What follows belongs to an exercise in optimizing a design on an open flow for small area and a short achievable clock period; a production flow would make more cautious choices. RTL that was checked went through simulation tests only; none was proved equivalent to the original. Power is estimated from default activity; no workload was simulated.

## ws2812b_frame_feeder
module ws2812b_frame_feeder
#(
    parameter int LEDCOUNT = 36,
    parameter int ADDR_W   = 6,
    parameter int FPS_DIV  = 90000
) (
    input  logic               clk,
    input  logic               resetn,
    input  logic               wr_en,
    input  logic [ADDR_W-1:0]  wr_addr,
    input  logic [PIXEL_W-1:0] wr_data,
    input  logic               commit,
    output logic               bitstream_available,
    output logic [PIXEL_W-1:0] bitstream,
    input  logic               bitstream_read,
    output logic               frame_busy,
    output logic               frame_done,
    output logic               commit_pending,
    output logic               frame_overrun
);
Size: ~3100 cells after synthesis, ~2000 flip-flops, roughly 64 I/O pins.
==> flow/config.mk <==
export PLATFORM = sky130hd
export DESIGN_NAME = ws2812b_frame_feeder
export DESIGN_NICKNAME = ws2812b_frame_feeder
export VERILOG_FILES = /design/flow/design.v
export SDC_FILE = /design/flow/constraint.sdc
export NUM_CORES = 4
export LEC_CHECK = 0
export CAP_MARGIN = 20
export CORE_MARGIN = 2
export CORE_UTILIZATION = 82
export CTS_CLUSTER_DIAMETER = 100
export CTS_CLUSTER_SIZE = 24
export SETUP_SLACK_MARGIN = 3.0
export SLEW_MARGIN = 20
export SYNTH_HIERARCHICAL = 1
==> flow/constraint.sdc <==
create_clock -name core_clock -period 5.0 [get_ports {clk}]
set_input_delay 1.0000 -clock core_clock [delete_from_list [all_inputs] [get_ports {clk}]]
set_output_delay 1.0000 -clock core_clock [all_outputs]
set_load 0.01 [all_outputs]
standard.sh (not shown) runs the stock make flow with config.mk's settings and CLKGATE_MAP_FILE= SYNTH_SCRIPT=/design/flow/synth_recipe.tcl, a recipe that flattens the netlist after the stock synthesis.
==> flow/flow/run.sh <==
#!/bin/bash
# The standard layout (standard.sh), with two of its steps given other options:
# ports are buffered with buf_4 cells, and clock tree synthesis adds no dummy loads.
set -euo pipefail
export BUFFER_PORTS_ARGS="-inputs -outputs -buffer_cell sky130_fd_sc_hd__buf_4"
export CTS_ARGS="-sink_clustering_enable -repair_clock_nets -dont_use_dummy_load -sink_clustering_size 24 -sink_clustering_max_diameter 100"
bash standard.sh > standard.log 2>&1
Change:
==> flow/flow/run.sh (replaced) <==
#!/bin/bash
# The standard layout (standard.sh), with two of its steps given other options:
# ports are buffered with buf_4 cells, and clock tree synthesis adds no dummy
# loads and drives the flip-flops from clkbuf_8 leaf buffers.
set -euo pipefail
export BUFFER_PORTS_ARGS="-inputs -outputs -buffer_cell sky130_fd_sc_hd__buf_4"
export CTS_ARGS="-sink_clustering_enable -repair_clock_nets -dont_use_dummy_load -sink_clustering_size 20 -sink_clustering_max_diameter 100 -sink_clustering_buffer sky130_fd_sc_hd__clkbuf_8"
bash standard.sh > standard.log 2>&1
CORE_UTILIZATION = 75   (was 82)
CTS_CLUSTER_SIZE = 20   (was 24)
Result: Total power falls by 6.0%. Final area shrinks by 0.99%. Non-clock buffer count falls by 4. Maximum frequency goes up by 0.53%.
Change:
==> flow/flow/run.sh (replaced) <==
#!/bin/bash
# The standard layout (standard.sh), with two of its steps given other options:
# ports are buffered with buf_4 cells, and clock tree synthesis adds no dummy loads.
set -euo pipefail
export BUFFER_PORTS_ARGS="-inputs -outputs -buffer_cell sky130_fd_sc_hd__buf_4"
export CTS_ARGS="-sink_clustering_enable -repair_clock_nets -dont_use_dummy_load -sink_clustering_size 26 -sink_clustering_max_diameter 100"
bash standard.sh > standard.log 2>&1
CTS_CLUSTER_SIZE = 26   (was 20)
SETUP_SLACK_MARGIN = 2.9   (was 3.0)
Result: The changed run completed with no timing, DRC or antenna violations; final area grows slightly; setup slack improves by 0.053 ns; area after synthesis stays the same; combinational power barely changes; global-route usage is higher by 0.21 points; sequential power is about the same; non-clock buffer count stays the same; power goes up by a few percent; clock power is higher by about a fifth.
Change:
==> flow/flow/run.sh (replaced) <==
#!/bin/bash
# The standard layout (standard.sh), with two of its steps given other options:
# ports are buffered with buf_4 cells, and clock tree synthesis adds no dummy
# loads and drives the flip-flops from clkbuf_8 leaf buffers.
set -euo pipefail
export BUFFER_PORTS_ARGS="-inputs -outputs -buffer_cell sky130_fd_sc_hd__buf_4"
export CTS_ARGS="-sink_clustering_enable -repair_clock_nets -dont_use_dummy_load -sink_clustering_size 18 -sink_clustering_max_diameter 100 -sink_clustering_buffer sky130_fd_sc_hd__clkbuf_8"
bash standard.sh > standard.log 2>&1
CTS_CLUSTER_SIZE = 18   (was 26)
Wire length decreases by 0.53%. Cell area decreases by about 0.6%. Cell count increases by about 0.53%. Total power decreases by 2.9%. Sequential share of layout area increases by 0.48 points. Clock power decreases by 10%.
Change:
==> flow/flow/run.sh (replaced) <==
#!/bin/bash
# The standard layout (standard.sh), with two of its steps given other options:
# ports are buffered with buf_4 cells, and clock tree synthesis adds no dummy loads.
set -euo pipefail
export BUFFER_PORTS_ARGS="-inputs -outputs -buffer_cell sky130_fd_sc_hd__buf_4"
export CTS_ARGS="-sink_clustering_enable -repair_clock_nets -dont_use_dummy_load -sink_clustering_size 28 -sink_clustering_max_diameter 100"
bash standard.sh > standard.log 2>&1
CTS_CLUSTER_SIZE = 28   (was 18)
SETUP_SLACK_MARGIN = 3.0   (was 2.9)
What happened: Clock power came out higher by a little under a tenth; register-to-register slack got worse by 0.02 ns; synthesized cell count is unchanged; total power went up by a few percent; design area grows slightly; non-clock buffer count increases by 1; combinational power stays flat; cell count is lower slightly; setup slack stays flat; maximum frequency hardly moves.
Change:
==> flow/flow/run.sh (replaced) <==
#!/bin/bash
# The standard layout (standard.sh), with two of its steps given other options:
# ports are buffered with buf_4 cells, and clock tree synthesis adds no dummy loads.
set -euo pipefail
export BUFFER_PORTS_ARGS="-inputs -outputs -buffer_cell sky130_fd_sc_hd__buf_4"
export CTS_ARGS="-sink_clustering_enable -repair_clock_nets -dont_use_dummy_load -sink_clustering_size 26 -sink_clustering_max_diameter 100"
bash standard.sh > standard.log 2>&1
CTS_CLUSTER_SIZE = 26   (was 28)
SETUP_SLACK_MARGIN = 2.8   (was 3.0)
Result: Synthesized cell count is unchanged; design area hardly moves; non-clock buffer count increases by 3; sequential power is about the same; flip-flop and latch count does not change; clock-buffer cell count climbs by 5.

========
ws2812b_frame_feeder, a different RTL version from the one above (not shown whole).
Size in the first run: ~64 I/O pins, ~64000 um^2 of cells after synthesis.
Settings: LEC_CHECK=0, CAP_MARGIN=20, CORE_MARGIN=2, CORE_UTILIZATION=75, CTS_CLUSTER_DIAMETER=100, CTS_CLUSTER_SIZE=28, SETUP_SLACK_MARGIN=3.2, SLEW_MARGIN=20, SYNTH_HIERARCHICAL=1; clock period 5.0 ns.
==> flow/flow/run.sh <==
#!/bin/bash
# The standard layout (standard.sh), with two of its steps given other options:
# ports are buffered with buf_4 cells, and clock tree synthesis adds no dummy loads.
set -euo pipefail
export BUFFER_PORTS_ARGS="-inputs -outputs -buffer_cell sky130_fd_sc_hd__buf_4"
export CTS_ARGS="-sink_clustering_enable -repair_clock_nets -dont_use_dummy_load -sink_clustering_size 28 -sink_clustering_max_diameter 100"
bash standard.sh > standard.log 2>&1
Edit:
- SETUP_SLACK_MARGIN: 3.2 -> 3.0
=> Clock-buffer cell count does not change; final area went down by 3.7%; setup slack gets better by 0.58 ns; utilization fell by 3.2 points; synthesized cell count is unchanged; global-route usage drops by 3.5 points; sequential power barely changes.
Edit:
- SETUP_SLACK_MARGIN: 3.0 -> 2.8
The changed run went through all stages and came out clean.
Worst setup slack gets worse by 0.099 ns.
Critical path depth came out higher by 4.
Non-clock buffer count came out lower by 55.
Synthesized area stays the same.
Routed wire length came out lower by 0.65%.
Final area came out lower by 1.7%.
Power hardly moves.
Fmax came out lower by 4.3%.
Clock-buffer cell count is unchanged.
Cell count came out lower by 1.3%.
No run of this note included a check of the RTL's function; only the layout flow was run.

========
ws2812b_frame_feeder, a different RTL version from the one above (not shown whole).
For scale: about 2900 cells after synthesis, about 1800 flip-flops, roughly 64 I/O pins.
clock: 5.0 ns
lec_check: 0
cap_margin: 20
core_margin: 2
core_utilization: 65
cts_cluster_diameter: 100
cts_cluster_size: 28
setup_slack_margin: 2.5
slew_margin: 20
synth_hierarchical: 1
run.sh (not shown) runs the stock make flow with config.mk's settings and CLKGATE_MAP_FILE= SYNTH_SCRIPT=/design/flow/synth_recipe.tcl, a recipe that flattens the netlist after the stock synthesis.
Stock flow here: none of the scripts above is used.
Edit:
--- a/flow/config.mk
+++ b/flow/config.mk
@@ -10,4 +10,2 @@
 export CORE_UTILIZATION = 65
-export CTS_CLUSTER_DIAMETER = 100
-export CTS_CLUSTER_SIZE = 28
 export SETUP_SLACK_MARGIN = 2.5
The changed run finished with timing, DRC and antenna clean.
Power rises by about a fifth.
Cell area rises by a few percent.
Via count rises by a few percent.
Die area stays the same.
Sequential share of layout area falls by 3.1 points.
Clock skew falls by 13 ps.
Sequential power barely changes.
Area after synthesis does not change.
Global-route usage rises by 1.4 points.
First-iteration DRC count is about the same.
Worst hold slack is about the same.
No functional check of the RTL was part of any run of this note.

========
ws2812b_frame_feeder, a different RTL version from the one above (not shown whole).
Size in the first run: roughly 3000 cells after synthesis, about 2000 flip-flops, about 64 I/O pins.
export LEC_CHECK = 0
export CAP_MARGIN = 20
export CORE_MARGIN = 2
export CORE_UTILIZATION = 75
export CTS_CLUSTER_DIAMETER = 100
export CTS_CLUSTER_SIZE = 28
export SETUP_SLACK_MARGIN = 2.8
export SLEW_MARGIN = 20
export SYNTH_HIERARCHICAL = 1
create_clock -name core_clock -period 5.0 [get_ports {clk}]
standard.sh (not shown) runs the stock make flow with config.mk's settings and CLKGATE_MAP_FILE= SYNTH_SCRIPT=/design/flow/synth_recipe.tcl, a recipe that flattens the netlist after the stock synthesis.
Scripts as last shown in full above: flow/flow/run.sh
Edit:
==> flow/flow/run.sh (replaced) <==
#!/bin/bash
# Standard layout, with clock tree synthesis told not to add dummy loads.
set -euo pipefail
export CTS_ARGS="-sink_clustering_enable -repair_clock_nets -dont_use_dummy_load -sink_clustering_size 28 -sink_clustering_max_diameter 100"
bash standard.sh > standard.log 2>&1
Settings changed: CORE_UTILIZATION 75 to 65.
=>
- The changed run finished clean
- worst hold slack is better by 0.011 ns
- clock-buffer cell count does not change
- non-clock buffer count rises by 41
- die area rises by about 15%
- routed wire length rises by 6.7%
- global-route usage falls by 3.2 points
- sequential share of layout area falls by 0.92 points
- cell count rises by 5.5%
- via count barely changes
Edit:
==> flow/run.sh (new file) <==
#!/bin/bash
# synth_recipe.tcl (not shown) runs the flow's synth.tcl, then flattens the netlist and writes it again
# the make line also repeats each setting of config.mk as NAME=value (left out here)
make -C /OpenROAD-flow-scripts/flow DESIGN_CONFIG=/design/flow/config.mk WORK_HOME=/design/flow/orfs CLKGATE_MAP_FILE= SYNTH_SCRIPT=/design/flow/synth_recipe.tcl finish
Settings changed: CORE_UTILIZATION 65 to 75.
removed: flow/flow/run.sh
removed: flow/standard.sh
Die area came out lower by 13%.
Fmax goes up by 5.5%.
Count of clock-buffer cells in the layout rises by 64.
Hold slack is worse by 0.013 ns.

## port drivers added, routing unchanged
No port has a modelled driver above. Below, the same layouts with a new extraction and two added sets of constraints. Step 1: set_driving_cell puts a clkbuf_16 on clk and a buf_2 on each other input, an assumption about the parent block. Step 2, shift: input delay + t, output delay - t, t = (earliest + latest rising clock arrival at the registers) / 2. This alone moves slack from input paths to output paths. Three values: ideal ports, drivers, drivers and shift; two values: the first two.
run | t (ns) | slack for setup (ns) | worst slew at a driven data input, ns
the first run of note 1 | 0.756 | 2.797 / 2.726 / 2.433 | 0.06
the second run of note 1 | 0.740 | 2.809 / 2.737 / 2.400 | 0.07
the third run of note 1 | 0.728 | 2.862 / 2.795 / 2.395 | 0.07
the fourth run of note 1 | 0.737 | 2.806 / 2.733 / 2.422 | 0.07
the fifth run of note 1 | 0.734 | 2.808 / 2.741 / 2.437 | 0.07
the sixth run of note 1 | 0.728 | 2.839 / 2.773 / 2.386 | 0.07
the first run of note 2 | 0.728 | 2.210 / 2.210 / 2.210 | 0.05
the second run of note 2 | 0.715 | 2.789 / 2.720 / 2.436 | 0.04
the third run of note 2 | 0.710 | 2.690 / 2.690 / 2.241 | 0.04
the first run of note 3 | 0.762 | 2.146 / 2.146 / 1.737 | 0.16
the second run of note 3 | 0.847 | 2.126 / 2.126 / 1.617 | 0.18
the first run of note 4 | 0.727 | 2.820 / 2.760 / 2.225 | 0.05
the second run of note 4 | 0.746 | 2.673 / 2.673 / 2.092 | 0.04
the third run of note 4 | 0.756 | 2.794 / 2.739 / 2.087 | 0.07
After both steps setup and hold are still met in every run listed. For the third run of note 4, which loses most, drivers alone change the setup slack by -0.055 ns; drivers and shift together by -0.707 ns.
